This is an optimization exercise on Yosys and OpenROAD, whose aim is small area and a short achievable clock period, not a production implementation.
The RTL was checked by simulation tests, not by an equivalence proof against the original design.
Power and IR drop assume default switching activity.

Setup of v6:
==> flow/design.v <==
module itch_book_builder #(
  parameter logic [15:0] LOCATE = 16'h0001,
  parameter int          DEPTH  = 8
) (
  input  logic        clkIn,
  input  logic        rstIn,
  input  logic        msgValidIn,
  input  logic [1:0]  msgTypeIn,
  input  logic [15:0] locateIn,
  input  logic        buySellIn,
  input  logic [31:0] sharesIn,
  input  logic [31:0] priceIn,
  input  logic        clearIn,
  output logic        bidValidOut,
  output logic [31:0] bidPriceOut,
  output logic [31:0] bidSharesOut,
  output logic        askValidOut,
  output logic [31:0] askPriceOut,
  output logic [31:0] askSharesOut,
  output logic        topUpdateOut,
  output logic        dropOut,
  output logic        missOut
);
  function automatic logic less(input logic [31:0] a, input logic [31:0] b);
    logic r;
    r = 1'b0;
    for (int k = 0; k < 32; k++)
      r = (a[k] ^ b[k]) ? b[k] : r;
    less = r;
  endfunction
  function automatic logic [32:0] add33(input logic [31:0] a, input logic [31:0] b,
                                       input logic cin);
    logic [31:0] p, g, gg, pp, gn, pn;
    logic [31:0] c;
    p  = a ^ b;
    g  = a & b;
    gg = g;
    pp = p;
    for (int w = 1; w < 32; w = w * 2) begin
      gn = gg;
      pn = pp;
      for (int k = 0; k < 32; k++)
        if ((k / w) % 2 == 1) begin
          gn[k] = gg[k] | (pp[k] & gg[(k / w) * w - 1]);
          pn[k] = pp[k] & pp[(k / w) * w - 1];
        end
      gg = gn;
      pp = pn;
    end
    c[0] = cin;
    for (int k = 1; k < 32; k++)
      c[k] = gg[k-1] | (pp[k-1] & cin);
    add33 = {gg[31] | (pp[31] & cin), p ^ c};
  endfunction
  logic        ev_acc_q, ev_clr_q, ev_add_q, ev_bid_q;
  logic [31:0] ev_px_q;
  logic [31:0] ev_shx_q;
  logic        prv_lt_q, prv_eq_q;
  logic        in_prv_lt, in_prv_eq;
  logic [31:0] pre_sh_q;
  logic top_upd_q, drop_q, miss_q;
  logic top_upd_d, drop_d, miss_d;
  logic [1:0]       sel, full, lt_worst, any_lt, any_eq, eq_best, non_empty;
  logic [1:0][31:0] side_in_sh, top_px, top_sh;
  logic        hit, hit_best, ins, new_best, rem, modf;
  logic [31:0] hit_sh, mod_sh, wr_sh;
  logic [32:0] sum;
  logic        sh_gt, sh_ge;
  always_ff @(posedge clkIn) begin
    if (rstIn) begin
      ev_acc_q <= 1'b0;
      ev_clr_q <= 1'b0;
    end else begin
      ev_acc_q <= msgValidIn && (locateIn == LOCATE) && !clearIn;
      ev_clr_q <= clearIn;
    end
    ev_add_q <= (msgTypeIn == 2'b00);
    ev_bid_q <= buySellIn;
    ev_px_q  <= priceIn;
    ev_shx_q <= (msgTypeIn == 2'b00) ? sharesIn : ~sharesIn;
    prv_lt_q <= in_prv_lt;
    prv_eq_q <= in_prv_eq;
    pre_sh_q <= (in_prv_eq && (ins || modf)) ? wr_sh : (side_in_sh[1] | side_in_sh[0]);
  end
  assign in_prv_eq = (ev_bid_q == buySellIn) && (ev_px_q == priceIn);
  assign in_prv_lt = (ev_bid_q == buySellIn) &&
                     (ev_bid_q ? less(priceIn, ev_px_q) : less(ev_px_q, priceIn));
  assign sel[1] = ev_acc_q && ev_bid_q;
  assign sel[0] = ev_acc_q && !ev_bid_q;
  for (genvar s = 0; s < 2; s++) begin : g_side
    logic [32*DEPTH-1:0]    px_q, sh_q;
    logic [DEPTH-1:0]       v_q, best_q;
    logic [DEPTH*DEPTH-1:0] ord_q;
    logic [DEPTH*DEPTH-1:0] bt;
    logic [DEPTH-1:0] in_lt, in_eq, raw_lt_q, raw_eq_q;
    logic [DEPTH-1:0] prv_new_q;
    logic [DEPTH-1:0] lt, eq, free1h, worst1h, second1h, target, new_slot;
    for (genvar i = 0; i < DEPTH; i++) begin : g_slot
      if (s == 1) begin : g_bid
        assign in_lt[i] = buySellIn && less(priceIn, px_q[32*i +: 32]);
      end else begin : g_ask
        assign in_lt[i] = !buySellIn && less(px_q[32*i +: 32], priceIn);
      end
      assign in_eq[i] = (buySellIn == s[0]) && (px_q[32*i +: 32] == priceIn);
      assign lt[i] = v_q[i] && (prv_new_q[i] ? prv_lt_q : raw_lt_q[i]);
      assign eq[i] = v_q[i] && (prv_new_q[i] ? prv_eq_q : raw_eq_q[i]);
      for (genvar b = 0; b < DEPTH; b++) begin : g_pair
        if (i < b) begin : g_lo
          assign bt[i*DEPTH+b] = ord_q[i*DEPTH+b];
        end else if (i > b) begin : g_hi
          assign bt[i*DEPTH+b] = !ord_q[b*DEPTH+i];
        end else begin : g_same
          assign bt[i*DEPTH+b] = 1'b0;
        end
      end
    end
    always_comb begin
      logic found;
      found = 1'b0;
      for (int i = 0; i < DEPTH; i++) begin
        free1h[i] = !v_q[i] && !found;
        found     = found || !v_q[i];
      end
      for (int a = 0; a < DEPTH; a++) begin
        worst1h[a]  = 1'b1;
        second1h[a] = v_q[a] && !best_q[a];
        for (int b = 0; b < DEPTH; b++) begin
          if (b != a) begin
            worst1h[a]  = worst1h[a] && bt[b*DEPTH+a];
            second1h[a] = second1h[a] && (!v_q[b] || best_q[b] || bt[a*DEPTH+b]);
          end
        end
      end
      target = full[s] ? worst1h : free1h;
      side_in_sh[s] = '0;
      top_px[s]     = '0;
      top_sh[s]     = '0;
      for (int i = 0; i < DEPTH; i++) begin
        side_in_sh[s] = side_in_sh[s] | (sh_q[32*i +: 32] & {32{in_eq[i] && v_q[i]}});
        top_px[s]      = top_px[s] | (px_q[32*i +: 32] & {32{best_q[i]}});
        top_sh[s]      = top_sh[s] | (sh_q[32*i +: 32] & {32{best_q[i]}});
      end
    end
    assign full[s]      = &v_q;
    assign lt_worst[s]  = |(lt & worst1h);
    assign any_lt[s]    = |lt;
    assign any_eq[s]    = |eq;
    assign eq_best[s]   = |(eq & best_q);
    assign non_empty[s] = |best_q;
    assign new_slot     = target & {DEPTH{sel[s] && ins}};
    always_ff @(posedge clkIn) begin
      if (rstIn) begin
        v_q    <= '0;
        best_q <= '0;
      end else if (ev_clr_q) begin
        v_q    <= '0;
        best_q <= '0;
      end else begin
        v_q <= (v_q | new_slot) & ~(eq & {DEPTH{rem}});
        if (sel[s] && ins && new_best)
          best_q <= target;
        else if (sel[s] && rem && hit_best)
          best_q <= second1h;
      end
      raw_lt_q  <= in_lt;
      raw_eq_q  <= in_eq;
      prv_new_q <= new_slot;
      for (int i = 0; i < DEPTH; i++) begin
        if (new_slot[i])
          px_q[32*i +: 32] <= ev_px_q;
        if (new_slot[i] || (ev_acc_q && eq[i]))
          sh_q[32*i +: 32] <= wr_sh;
        for (int b = 0; b < DEPTH; b++) begin
          if (b > i && new_slot[i])
            ord_q[i*DEPTH+b] <= !lt[b];
          else if (b > i && new_slot[b])
            ord_q[i*DEPTH+b] <= lt[i];
        end
      end
    end
  end
  always_comb begin
    hit      = |any_eq;
    hit_best = |eq_best;
    hit_sh   = pre_sh_q;
    sum      = add33(hit_sh, ev_shx_q, !ev_add_q);
    sh_gt    = !sum[32];
    sh_ge    = sh_gt || ((ev_shx_q ^ hit_sh) == 32'hFFFF_FFFF);
    mod_sh   = (ev_add_q && sum[32]) ? 32'hFFFF_FFFF : sum[31:0];
    ins      = ev_acc_q && ev_add_q && !hit && !(|(sel & full & lt_worst));
    new_best = !(|(sel & any_lt));
    rem      = ev_acc_q && !ev_add_q && hit && sh_ge;
    modf     = ev_acc_q && hit && (ev_add_q || !sh_ge);
    wr_sh    = hit ? mod_sh : ev_shx_q;
    drop_d   = ev_acc_q && ev_add_q && !hit && (|(sel & full));
    miss_d   = ev_acc_q && !ev_add_q && (!hit || sh_gt);
    if (ev_clr_q)
      top_upd_d = |non_empty;
    else
      top_upd_d = (ins && new_best) || (rem && hit_best) ||
                  (modf && hit_best && (ev_add_q ? ((|ev_shx_q) && !(&hit_sh)) : !(&ev_shx_q)));
  end
  always_ff @(posedge clkIn) begin
    if (rstIn) begin
      top_upd_q <= 1'b0;
      drop_q    <= 1'b0;
      miss_q    <= 1'b0;
    end else begin
      top_upd_q <= top_upd_d;
      drop_q    <= drop_d;
      miss_q    <= miss_d;
    end
  end
  assign bidValidOut  = non_empty[1];
  assign bidPriceOut  = top_px[1];
  assign bidSharesOut = top_sh[1];
  assign askValidOut  = non_empty[0];
  assign askPriceOut  = top_px[0];
  assign askSharesOut = top_sh[0];
  assign topUpdateOut = top_upd_q;
  assign dropOut      = drop_q;
  assign missOut      = miss_q;
endmodule
export LEC_CHECK = 0
export CAP_MARGIN = 20
export CORE_MARGIN = 2
export CORE_UTILIZATION = 55
export SLEW_MARGIN = 20
create_clock -name core_clock -period 12.5 [get_ports {clkIn}]
standard.sh (not shown) runs the stock make flow with config.mk's settings and CLKGATE_MAP_FILE= SYNTH_SCRIPT=/design/flow/synth_recipe.tcl, a recipe that flattens the netlist after the stock synthesis.
==> flow/flow/run.sh <==
#!/bin/bash
set -euo pipefail
bash standard.sh SETUP_SLACK_MARGIN=7.75 \
  "BUFFER_PORTS_ARGS=-buffer_cell sky130_fd_sc_hd__buf_4" finish > standard_flow.log 2>&1
Input changes introduced in v7 (baseline for comparison: v6):
diff --git a/flow/design.v b/flow/design.v
--- a/flow/design.v
+++ b/flow/design.v
@@ -51,22 +51,22 @@
     for (int k = 1; k < 32; k++)
       c[k] = gg[k-1] | (pp[k-1] & cin);
     add33 = {gg[31] | (pp[31] & cin), p ^ c};
   endfunction
   logic        ev_acc_q, ev_clr_q, ev_add_q, ev_bid_q;
-  logic [31:0] ev_px_q;
-  logic [31:0] ev_shx_q;
+  logic [31:0] ev_px_q, ev_sh_q;
   logic        prv_lt_q, prv_eq_q;
   logic        in_prv_lt, in_prv_eq;
-  logic [31:0] pre_sh_q;
+  logic [31:0] pre_sh_q, prv_sh_q;
+  logic        prv_wr_q;
   logic top_upd_q, drop_q, miss_q;
   logic top_upd_d, drop_d, miss_d;
   logic [1:0]       sel, full, lt_worst, any_lt, any_eq, eq_best, non_empty;
   logic [1:0][31:0] side_in_sh, top_px, top_sh;
   logic        hit, hit_best, ins, new_best, rem, modf;
   logic [31:0] hit_sh, mod_sh, wr_sh;
-  logic [32:0] sum;
+  logic [32:0] add_sum, sub_dif;
   logic        sh_gt, sh_ge;
   always_ff @(posedge clkIn) begin
     if (rstIn) begin
       ev_acc_q <= 1'b0;
       ev_clr_q <= 1'b0;
@@ -75,14 +75,16 @@
       ev_clr_q <= clearIn;
     end
     ev_add_q <= (msgTypeIn == 2'b00);
     ev_bid_q <= buySellIn;
     ev_px_q  <= priceIn;
-    ev_shx_q <= (msgTypeIn == 2'b00) ? sharesIn : ~sharesIn;
+    ev_sh_q  <= sharesIn;
     prv_lt_q <= in_prv_lt;
     prv_eq_q <= in_prv_eq;
-    pre_sh_q <= (in_prv_eq && (ins || modf)) ? wr_sh : (side_in_sh[1] | side_in_sh[0]);
+    pre_sh_q <= side_in_sh[1] | side_in_sh[0];
+    prv_sh_q <= wr_sh;
+    prv_wr_q <= ins || modf;
   end
   assign in_prv_eq = (ev_bid_q == buySellIn) && (ev_px_q == priceIn);
   assign in_prv_lt = (ev_bid_q == buySellIn) &&
                      (ev_bid_q ? less(priceIn, ev_px_q) : less(ev_px_q, priceIn));
   assign sel[1] = ev_acc_q && ev_bid_q;
@@ -180,27 +182,28 @@
     end
   end
   always_comb begin
     hit      = |any_eq;
     hit_best = |eq_best;
-    hit_sh   = pre_sh_q;
-    sum      = add33(hit_sh, ev_shx_q, !ev_add_q);
-    sh_gt    = !sum[32];
-    sh_ge    = sh_gt || ((ev_shx_q ^ hit_sh) == 32'hFFFF_FFFF);
-    mod_sh   = (ev_add_q && sum[32]) ? 32'hFFFF_FFFF : sum[31:0];
+    hit_sh   = (prv_eq_q && prv_wr_q) ? prv_sh_q : pre_sh_q;
+    add_sum  = add33(hit_sh, ev_sh_q, 1'b0);
+    sub_dif  = add33(hit_sh, ~ev_sh_q, 1'b1);
+    sh_gt    = !sub_dif[32];
+    sh_ge    = sh_gt || (ev_sh_q == hit_sh);
+    mod_sh   = ev_add_q ? (add_sum[32] ? 32'hFFFF_FFFF : add_sum[31:0]) : sub_dif[31:0];
     ins      = ev_acc_q && ev_add_q && !hit && !(|(sel & full & lt_worst));
     new_best = !(|(sel & any_lt));
     rem      = ev_acc_q && !ev_add_q && hit && sh_ge;
     modf     = ev_acc_q && hit && (ev_add_q || !sh_ge);
-    wr_sh    = hit ? mod_sh : ev_shx_q;
+    wr_sh    = hit ? mod_sh : ev_sh_q;
     drop_d   = ev_acc_q && ev_add_q && !hit && (|(sel & full));
     miss_d   = ev_acc_q && !ev_add_q && (!hit || sh_gt);
     if (ev_clr_q)
       top_upd_d = |non_empty;
     else
       top_upd_d = (ins && new_best) || (rem && hit_best) ||
-                  (modf && hit_best && (ev_add_q ? ((|ev_shx_q) && !(&hit_sh)) : !(&ev_shx_q)));
+                  (modf && hit_best && (|ev_sh_q) && !(ev_add_q && (&hit_sh)));
   end
   always_ff @(posedge clkIn) begin
     if (rstIn) begin
       top_upd_q <= 1'b0;
       drop_q    <= 1'b0;
[summary]
- v7 | status: complete | timing, DRC, antenna: pass
- Compare v7 and v6 | first-pass GRT wire length higher: v6
- v7 vs v6 — clock buffer count in the final layout rose 13.
- v7 gives less arrival time of the worst setup path than v6 did.
- v7 reports a lower relative slew slack than v6 does.
- [compare] base=v6 new=v7: time the worst path needs with I/O delays and setup fell by 0.094 ns, switching power total moved up, area inside the core boundary rose 0.0017 mm², utilization now sits higher.
- v6 → v7: post-CTS setup buffer count went up 29%, synthesized cell count +about 2.3%, compound-cell area share of the yosys netlist climbed 0.31 points, final worst setup slack grew by 0.094 ns, post-synthesis instance area up 1.4%.

==> what the ideal ports hide <==
No port has a modelled driver above. Below, the same layouts with a new extraction and two added sets of constraints.
Step 1: set_driving_cell puts a clkbuf_16 on clkIn and a buf_2 on each other input, an assumption about the parent block.
Step 2, shift: input delay + t, output delay - t, t = (earliest + latest rising clock arrival at the registers) / 2. This alone moves slack from input paths to output paths.
Three values: ideal ports, drivers, drivers and shift; two values: the first two.
| run | t (ns) | setup slack, ns | worst register clock-pin slew, ns |
|---|---|---|---|
| v6 | 0.849 | 7.378 / 7.400 / 6.550 | 0.07 / 0.07 |
| v7 | 0.875 | 7.473 / 7.438 / 6.648 | 0.07 / 0.07 |
After both steps setup and hold are still met in every run listed. The setup slack of v6, which loses most, moves by +0.022 ns with the drivers and by -0.828 ns with both steps.
